This design comes from an exercise in tuning for small area on the open sky130 flow, not from production work.
In this exercise RTL edits were held to simulation tests only and were not proved equivalent to the original.
Power and IR drop assume default switching activity.

Setup of the reference run:
// xdom_top
module xdom_top (
  input  logic                                          clk,
  input  logic                                          rst,
  input  logic [12-1:0]                        i_adr,
  input  logic                                          i_wr,
  input  logic [16-1:0]                       i_wr_data,
  input  logic [16-1:0]                       i_vnum,
  input  logic [24-1:0]                   i_wvb_armed,
  input  logic [24-1:0][32-1:0] i_disc_scaler,
  input  logic                                          i_pg_ack,
  output logic [16-1:0]                       o_rd_data,
  output logic [16+11:0]                      o_trig_bundle,
  output logic [24-1:0]                   o_trig_run,
  output logic [24-1:0]                   o_wvb_arm,
  output logic [2*24-1:0]                 o_adc_delay_ce,
  output logic [2*24-1:0]                 o_adc_delay_inc,
  output logic [2*24-1:0]                 o_adc_bitslip,
  output logic [24-1:0]                   o_discr_bitslip,
  output logic [6-1:0]                    o_pulser_trig,
  output logic [28-1:0]                     o_pg_req_addr,
  output logic                                          o_pg_optype,
  output logic                                          o_pg_req,
  output logic                                          o_ddr3_sys_rst
);
For scale: ~1500 cells after synthesis, about 270 flip-flops.
export LEC_CHECK = 0
export CAP_MARGIN = 0
export CORE_AREA = 5 5 325 325
export CTS_BUF_LIST = sky130_fd_sc_hd__clkbuf_4 sky130_fd_sc_hd__clkbuf_8
export DIE_AREA = 0 0 330 330
export SLEW_MARGIN = 0
create_clock -name core_clock -period 10.0 [get_ports {clk}]
standard.sh (not shown) runs the stock make flow with config.mk's settings and CLKGATE_MAP_FILE= SYNTH_SCRIPT=/design/flow/synth_recipe.tcl, a recipe that flattens the netlist after the stock synthesis.
==> flow/flow/run.sh <==
#!/bin/bash
# The standard layout (standard.sh), with two changes:
#  - synthesis is the standard one except that ABC maps the logic with an
#    area-oriented script (flow/abc_area.script) instead of the speed script;
#    the flip-flops are mapped before ABC runs, so they are untouched;
#  - each port is buffered by the smallest buffer cell instead of the default
#    delay buffer.
set -euo pipefail
here=$(pwd)

# Standard synthesis script with only the abc script swapped
sed 's#log_cmd abc {\*}\$abc_args#log_cmd abc {*}[lreplace $abc_args 1 1 '"$here"'/flow/abc_area.script]#' \
  "$FLOW_HOME/scripts/synth.tcl" > my_synth_core.tcl
grep -q 'flow/abc_area.script' my_synth_core.tcl
sed 's#source \$::env(SCRIPTS_DIR)/synth.tcl#source '"$here"'/my_synth_core.tcl#' synth_recipe.tcl > my_synth.tcl
grep -q 'my_synth_core.tcl' my_synth.tcl
sed 's#/synth_recipe\.tcl#/my_synth.tcl#' standard.sh > my_standard.sh
grep -q 'SYNTH_SCRIPT=[^ ]*/my_synth.tcl' my_standard.sh

export BUFFER_PORTS_ARGS="-buffer_cell sky130_fd_sc_hd__buf_1"
bash my_standard.sh "$@" > standard_flow.log 2>&1
==> flow/flow/abc_area.script <==
&get -n
&st
&dch
&nf -R 1000 -p -C 32 -F 8 -A 4
&put
mfs2
&get -n
&st
&dch
&nf -R 1000 -p -C 32 -F 8 -A 4
&put
mfs2
&get -n
&st
&dch
&nf -R 1000 -p -C 32 -F 8 -A 4
&put
Input changes introduced in the trial run (baseline for comparison: the reference run):
==> flow/flow/run.sh <==
#!/bin/bash
set -euo pipefail
export BUFFER_PORTS_ARGS="-buffer_cell sky130_fd_sc_hd__buf_1"
bash standard.sh > standard_flow.log 2>&1
removed: flow/flow/abc_area.script
## What came out
- Per the final summary, the trial run finished and its layout is clean on timing, DRC and antenna.
- When the trial run is measured against the reference run, its global-route usage over all layers turns out 8.3 points higher.
- Area growth from synthesis to final layout: the trial run < the reference run
- Critical path depth: the trial run > the reference run
- For first-pass GRT wire length, dividing the value from the trial run by the value from the reference run gives 1.3.


Setup of job 101:
Another version of the RTL of xdom_top (not shown whole).
For scale: ~1500 cells after synthesis, roughly 270 flip-flops, roughly 1100 I/O pins, roughly 15000 sq um of cells after synthesis.
==> flow/config.mk <==
export PLATFORM = sky130hd
export DESIGN_NAME = xdom_top
export DESIGN_NICKNAME = xdom_top
export VERILOG_FILES = /design/flow/design.v
export SDC_FILE = /design/flow/constraint.sdc
export NUM_CORES = 4
export LEC_CHECK = 0
export CAP_MARGIN = 10
export CORE_AREA = 5 5 325 325
export CTS_BUF_LIST = sky130_fd_sc_hd__clkbuf_8
export CTS_CLUSTER_DIAMETER = 50
export CTS_CLUSTER_SIZE = 14
export DIE_AREA = 0 0 330 330
export PLACE_DENSITY = 0.75
export SLEW_MARGIN = 10
==> flow/constraint.sdc <==
create_clock -name core_clock -period 10.0 [get_ports {clk}]
set_input_delay 2.0000 -clock core_clock [delete_from_list [all_inputs] [get_ports {clk}]]
set_output_delay 2.0000 -clock core_clock [all_outputs]
set_load 0.01 [all_outputs]
==> flow/flow/run.sh <==
#!/bin/bash
# The standard layout (standard.sh), with these changes:
#  - synthesis is the standard one except that ABC maps the logic with an
#    area-oriented script (flow/abc_area.script) instead of the speed script;
#    the flip-flops are mapped before ABC runs, so they are untouched;
#  - each port is buffered by the smallest buffer cell instead of the default
#    delay buffer;
set -euo pipefail
here=$(pwd)

# Standard synthesis script with only the abc script swapped
sed 's#log_cmd abc {\*}\$abc_args#log_cmd abc {*}[lreplace $abc_args 1 1 '"$here"'/flow/abc_area.script]#' \
  "$FLOW_HOME/scripts/synth.tcl" > my_synth_core.tcl
grep -q 'flow/abc_area.script' my_synth_core.tcl
sed 's#source \$::env(SCRIPTS_DIR)/synth.tcl#source '"$here"'/my_synth_core.tcl#' synth_recipe.tcl > my_synth.tcl
grep -q 'my_synth_core.tcl' my_synth.tcl
sed 's#/synth_recipe\.tcl#/my_synth.tcl#' standard.sh > my_standard.sh
grep -q 'SYNTH_SCRIPT=[^ ]*/my_synth.tcl' my_standard.sh

export BUFFER_PORTS_ARGS="-buffer_cell sky130_fd_sc_hd__buf_1"
export CTS_ARGS="-sink_clustering_enable -repair_clock_nets -dont_use_dummy_load \
  -buf_list sky130_fd_sc_hd__clkbuf_8 -sink_clustering_size 14 -sink_clustering_max_diameter 50"
bash my_standard.sh "$@" > standard_flow.log 2>&1
==> flow/flow/abc_area.script <==
&get -n
&st
&dch
&nf -R 1000 -p -C 32 -F 8 -A 4
&put
mfs2
&get -n
&st
&dch
&nf -R 1000 -p -C 32 -F 8 -A 4
&put
mfs2
&get -n
&st
&dch
&nf -R 1000 -p -C 32 -F 8 -A 4
&put
### job 101 -> job 102
- PLACE_DENSITY no longer set, was 0.75
diff --git a/flow/flow/run.sh b/flow/flow/run.sh
--- a/flow/flow/run.sh
+++ b/flow/flow/run.sh
@@ -7,0 +8,2 @@
+#  - after global routing, gates on paths with spare slack are downsized
+#    (RECOVER_POWER), which shrinks cells the earlier repairs had upsized;
@@ -19,0 +22 @@
+export RECOVER_POWER=100
==> run summary <==
Job 102 finished every stage; the final checks, however, were not passed, the failures being max-capacitance violations, max-slew violations.
Comparing job 101 and job 102, cell area is higher on job 101.
Final critical-path required period, job 101 and job 102: larger value in job 102
Delta(final weighted congestion in routability-driven placement, job 102 - job 101) > 0
The non-clock buffering overhead in the final layout number comes out higher for job 101 vs job 102.
Setup slack in job 102 is smaller than in job 101.
Compared with job 101, in job 102 count of multi-input combinational gates now sits at about the same level; initial antenna violation count moved down; sequential share of layout area higher.


## oak
xdom_top again, from the RTL that the note above started with.
Settings: LEC_CHECK=0, CAP_MARGIN=10, CORE_AREA=5 5 325 325, CTS_BUF_LIST=sky130_fd_sc_hd__clkbuf_8, CTS_CLUSTER_DIAMETER=50, CTS_CLUSTER_SIZE=14, DIE_AREA=0 0 330 330, SLEW_MARGIN=10; clock period 10.0 ns.
==> flow/flow/run.sh <==
#!/bin/bash
# The standard layout (standard.sh), with these changes:
#  - synthesis is the standard one except that ABC maps the logic with an
#    area-oriented script (flow/abc_area.script) instead of the speed script;
#    the flip-flops are mapped before ABC runs, so they are untouched;
#  - each port is buffered by the smallest buffer cell instead of the default
#    delay buffer;
set -euo pipefail
here=$(pwd)

# Standard synthesis script with only the abc script swapped
sed 's#log_cmd abc {\*}\$abc_args#log_cmd abc {*}[lreplace $abc_args 1 1 '"$here"'/flow/abc_area.script]#' \
  "$FLOW_HOME/scripts/synth.tcl" > my_synth_core.tcl
grep -q 'flow/abc_area.script' my_synth_core.tcl
sed 's#source \$::env(SCRIPTS_DIR)/synth.tcl#source '"$here"'/my_synth_core.tcl#' synth_recipe.tcl > my_synth.tcl
grep -q 'my_synth_core.tcl' my_synth.tcl
sed 's#/synth_recipe\.tcl#/my_synth.tcl#' standard.sh > my_standard.sh
grep -q 'SYNTH_SCRIPT=[^ ]*/my_synth.tcl' my_standard.sh

export BUFFER_PORTS_ARGS="-buffer_cell sky130_fd_sc_hd__buf_1"
export CTS_ARGS="-sink_clustering_enable -repair_clock_nets -dont_use_dummy_load \
  -buf_list sky130_fd_sc_hd__clkbuf_8 -sink_clustering_size 14 -sink_clustering_max_diameter 50"
bash my_standard.sh "$@" > standard_flow.log 2>&1
Scripts as last shown in full above: flow/flow/abc_area.script
Setup changes, oak to pine
Settings: a change of CTS_CLUSTER_DIAMETER from 50 to 60; a change of CTS_BUF_LIST from sky130_fd_sc_hd__clkbuf_8 to sky130_fd_sc_hd__clkbuf_16; a change of CTS_CLUSTER_SIZE from 14 to 20.
diff --git a/flow/flow/run.sh b/flow/flow/run.sh
--- a/flow/flow/run.sh
+++ b/flow/flow/run.sh
@@ -21,3 +21,3 @@
 export CTS_ARGS="-sink_clustering_enable -repair_clock_nets -dont_use_dummy_load \
-  -buf_list sky130_fd_sc_hd__clkbuf_8 -sink_clustering_size 14 -sink_clustering_max_diameter 50"
+  -buf_list sky130_fd_sc_hd__clkbuf_16 -sink_clustering_size 20 -sink_clustering_max_diameter 60"
 bash my_standard.sh "$@" > standard_flow.log 2>&1
Results
In terms of data arrival time of the critical path, oak and pine differ only marginally. pine | status: complete | timing, DRC, antenna: pass. Between oak and pine, the total routing resource utilization after global routing figures differ only marginally. Relative to oak, final hold slack has gone up in pine. | met2 wire length | pine vs oak | ≈ equal |.
Relative to pine, the following input files were edited for birch:
Settings: CTS_CLUSTER_DIAMETER: 60 -> 50; SLEW_MARGIN: 10 -> 0; CAP_MARGIN: 10 -> 0; CTS_CLUSTER_SIZE: 20 -> 14; CTS_BUF_LIST: sky130_fd_sc_hd__clkbuf_16 -> sky130_fd_sc_hd__clkbuf_8.
diff --git a/flow/flow/run.sh b/flow/flow/run.sh
--- a/flow/flow/run.sh
+++ b/flow/flow/run.sh
@@ -1,3 +1,3 @@
 #!/bin/bash
-# The standard layout (standard.sh), with these changes:
+# The standard layout (standard.sh), with two changes:
 #  - synthesis is the standard one except that ABC maps the logic with an
@@ -6,3 +6,3 @@
 #  - each port is buffered by the smallest buffer cell instead of the default
-#    delay buffer;
+#    delay buffer.
 set -euo pipefail
@@ -20,4 +20,2 @@
 export BUFFER_PORTS_ARGS="-buffer_cell sky130_fd_sc_hd__buf_1"
-export CTS_ARGS="-sink_clustering_enable -repair_clock_nets -dont_use_dummy_load \
-  -buf_list sky130_fd_sc_hd__clkbuf_16 -sink_clustering_size 20 -sink_clustering_max_diameter 60"
 bash my_standard.sh "$@" > standard_flow.log 2>&1
Notes after the runs:
pine did not stop at any stage, and its layout met the timing, design-rule and antenna checks. birch | status: complete | timing, DRC, antenna: pass. The run showing the greater register-to-register setup slack is birch. [compare] base=pine new=birch: flip-flop and latch share of the layout cell area about even; global-route wire length before repair rose 0.31%. As far as cell count along the critical path goes, pine and birch are indistinguishable; the numbers are identical. Summary: final worst clock skew, birch better than pine. Of the two values seen for capture point of the worst path, o_rd_data[1] was produced by pine and o_rd_data[4] by birch.
Input changes introduced in maple (baseline for comparison: birch):
Settings: swapping 0 for 10 in CAP_MARGIN; swapping 0 for 10 in SLEW_MARGIN.
diff --git a/flow/flow/run.sh b/flow/flow/run.sh
--- a/flow/flow/run.sh
+++ b/flow/flow/run.sh
@@ -1,3 +1,3 @@
 #!/bin/bash
-# The standard layout (standard.sh), with two changes:
+# The standard layout (standard.sh), with these changes:
 #  - synthesis is the standard one except that ABC maps the logic with an
@@ -6,3 +6,3 @@
 #  - each port is buffered by the smallest buffer cell instead of the default
-#    delay buffer.
+#    delay buffer;
 set -euo pipefail
@@ -20,2 +20,4 @@
 export BUFFER_PORTS_ARGS="-buffer_cell sky130_fd_sc_hd__buf_1"
+export CTS_ARGS="-sink_clustering_enable -repair_clock_nets -dont_use_dummy_load \
+  -buf_list sky130_fd_sc_hd__clkbuf_8 -sink_clustering_size 14 -sink_clustering_max_diameter 50"
 bash my_standard.sh "$@" > standard_flow.log 2>&1
diff --git a/flow/flow/abc_area.script b/flow/flow/abc_area.script
--- a/flow/flow/abc_area.script
+++ b/flow/flow/abc_area.script
@@ -2,2 +2,3 @@
 &st
+&deepsyn -J 20
 &dch
Results
Diff birch -> maple: non-clock buffer count down about 0.8%, wire length of the first global-routing pass now sits higher, fraction of power spent switching nets saw a decrease, antenna diode instance count went up.
Relative to birch, the placed standard-cell area measured on maple has decreased slightly.
Changes observed in maple relative to birch: number of fill cells in the layout +80, routed wire length +29%.
Final cell count: maple > birch
[compare] base=birch new=maple: time the worst path needs with I/O delays and setup climbed 66 ps, power density relative to cell area dropped about 4.6%, total power dropped about 5.7%.
Relative to maple, the following input files were edited for cedar:
Settings: GPL_TIMING_DRIVEN now 0, previously not set.
diff --git a/flow/flow/abc_area.script b/flow/flow/abc_area.script
--- a/flow/flow/abc_area.script
+++ b/flow/flow/abc_area.script
@@ -2,3 +2,2 @@
 &st
-&deepsyn -J 20
 &dch
--- outcome ---
Status | cedar and maple | clean. maple has a higher maximum single-stage delay on the critical path than cedar. Between cedar and maple, fraction of area in registers is lower for cedar, maple comes in above that. Setup slack: cedar vs maple up 110 ps. The run showing the greater worst hold slack is maple.


== old ==
Another version of the RTL of xdom_top (not shown whole).
Size in the first run: ~2,500 cells after synthesis, roughly 270 flip-flops, roughly 1,100 I/O pins, roughly 18,000 sq um of cells after synthesis.
clock: 10.0 ns
lec_check: 0
cap_margin: 20
core_area: 4 4 201 201
die_area: 0 0 205 205
slew_margin: 20
==> flow/flow/run.sh <==
#!/bin/bash
set -euo pipefail
export BUFFER_PORTS_ARGS="-buffer_cell sky130_fd_sc_hd__buf_1"
export PLACE_PINS_ARGS="-min_distance 1 -min_distance_in_tracks"
bash standard.sh > standard_flow.log 2>&1
old did not finish; a tool error ended it in global routing (5_1_grt).
#### Input delta (new over old)
- a change of CORE_AREA from 4 4 201 201 to 5 5 205 205
- a change of DIE_AREA from 0 0 205 205 to 0 0 210 210
==> flow/flow/run.sh <==
#!/bin/bash
set -euo pipefail
export BUFFER_PORTS_ARGS="-buffer_cell sky130_fd_sc_hd__buf_1"
bash standard.sh > standard_flow.log 2>&1
## What came out
No final results exist for new, since it was stopped by error PPL-0024 during I/O pin placement (3_2_place_iop).
Comparing old against new, there is no change at all in synthesized-area fraction occupied by and/or/nand/nor cells.
Comparing old against new, there is no change at all in area of the mapped netlist.
new — vertical die dimension about 2.4% higher, old as reference
new against old: floorplan row count moved up; width of the die moved up; effective utilization at floorplan moved down.

-- static timing again, ports no longer ideal --
The results above use ideal ports. As a check the final layouts listed here were re-extracted and re-timed, cells and wires unchanged. Step 1: set_driving_cell puts a clkbuf_16 on clk and a buf_2 on each other input, an assumption about the parent block. Step 2 times the ports against the registers' clock, not the clock port: input delays grow and output delays shrink by t, the midpoint of the rising clock arrivals with the driver on. Three values: ideal, step 1, step 2; two values: the first two.
run | t (ns) | setup WS [ns] | worst hold slack (ns) | latest minus earliest clock arrival (ns) | cell pins on the clock port's net
the reference run | 0.728 | 3.145 / 3.107 / 3.107 | 0.394 / 0.394 / 0.394 | 0.078 / 0.079 | 1
the trial run | 0.703 | 2.558 / 2.528 / 2.528 | 0.382 / 0.382 / 0.382 | 0.046 / 0.046 | 1
job 101 | 0.643 | 2.792 / 2.758 / 2.758 | 0.400 / 0.400 / 0.400 | 0.089 / 0.089 | 1
job 102 | 0.634 | 2.158 / 2.147 / 1.547 | 0.370 / 0.370 / 0.370 | 0.077 / 0.078 | 1
oak | 0.631 | 2.699 / 2.667 / 2.667 | 0.373 / 0.373 / 0.373 | 0.077 / 0.077 | 1
pine | 0.570 | 2.688 / 2.656 / 2.656 | 0.384 / 0.384 / 0.384 | 0.099 / 0.099 | 1
birch | 0.669 | 2.708 / 2.678 / 2.678 | 0.410 / 0.410 / 0.410 | 0.034 / 0.035 | 1
maple | 0.675 | 2.642 / 2.615 / 2.615 | 0.410 / 0.410 / 0.410 | 0.146 / 0.146 | 1
cedar | 0.593 | 2.749 / 2.720 / 2.720 | 0.386 / 0.386 / 0.386 | 0.046 / 0.046 | 1
The setup slack of job 102, which loses most, moves by -0.011 ns with the drivers and by -0.611 ns with both steps.
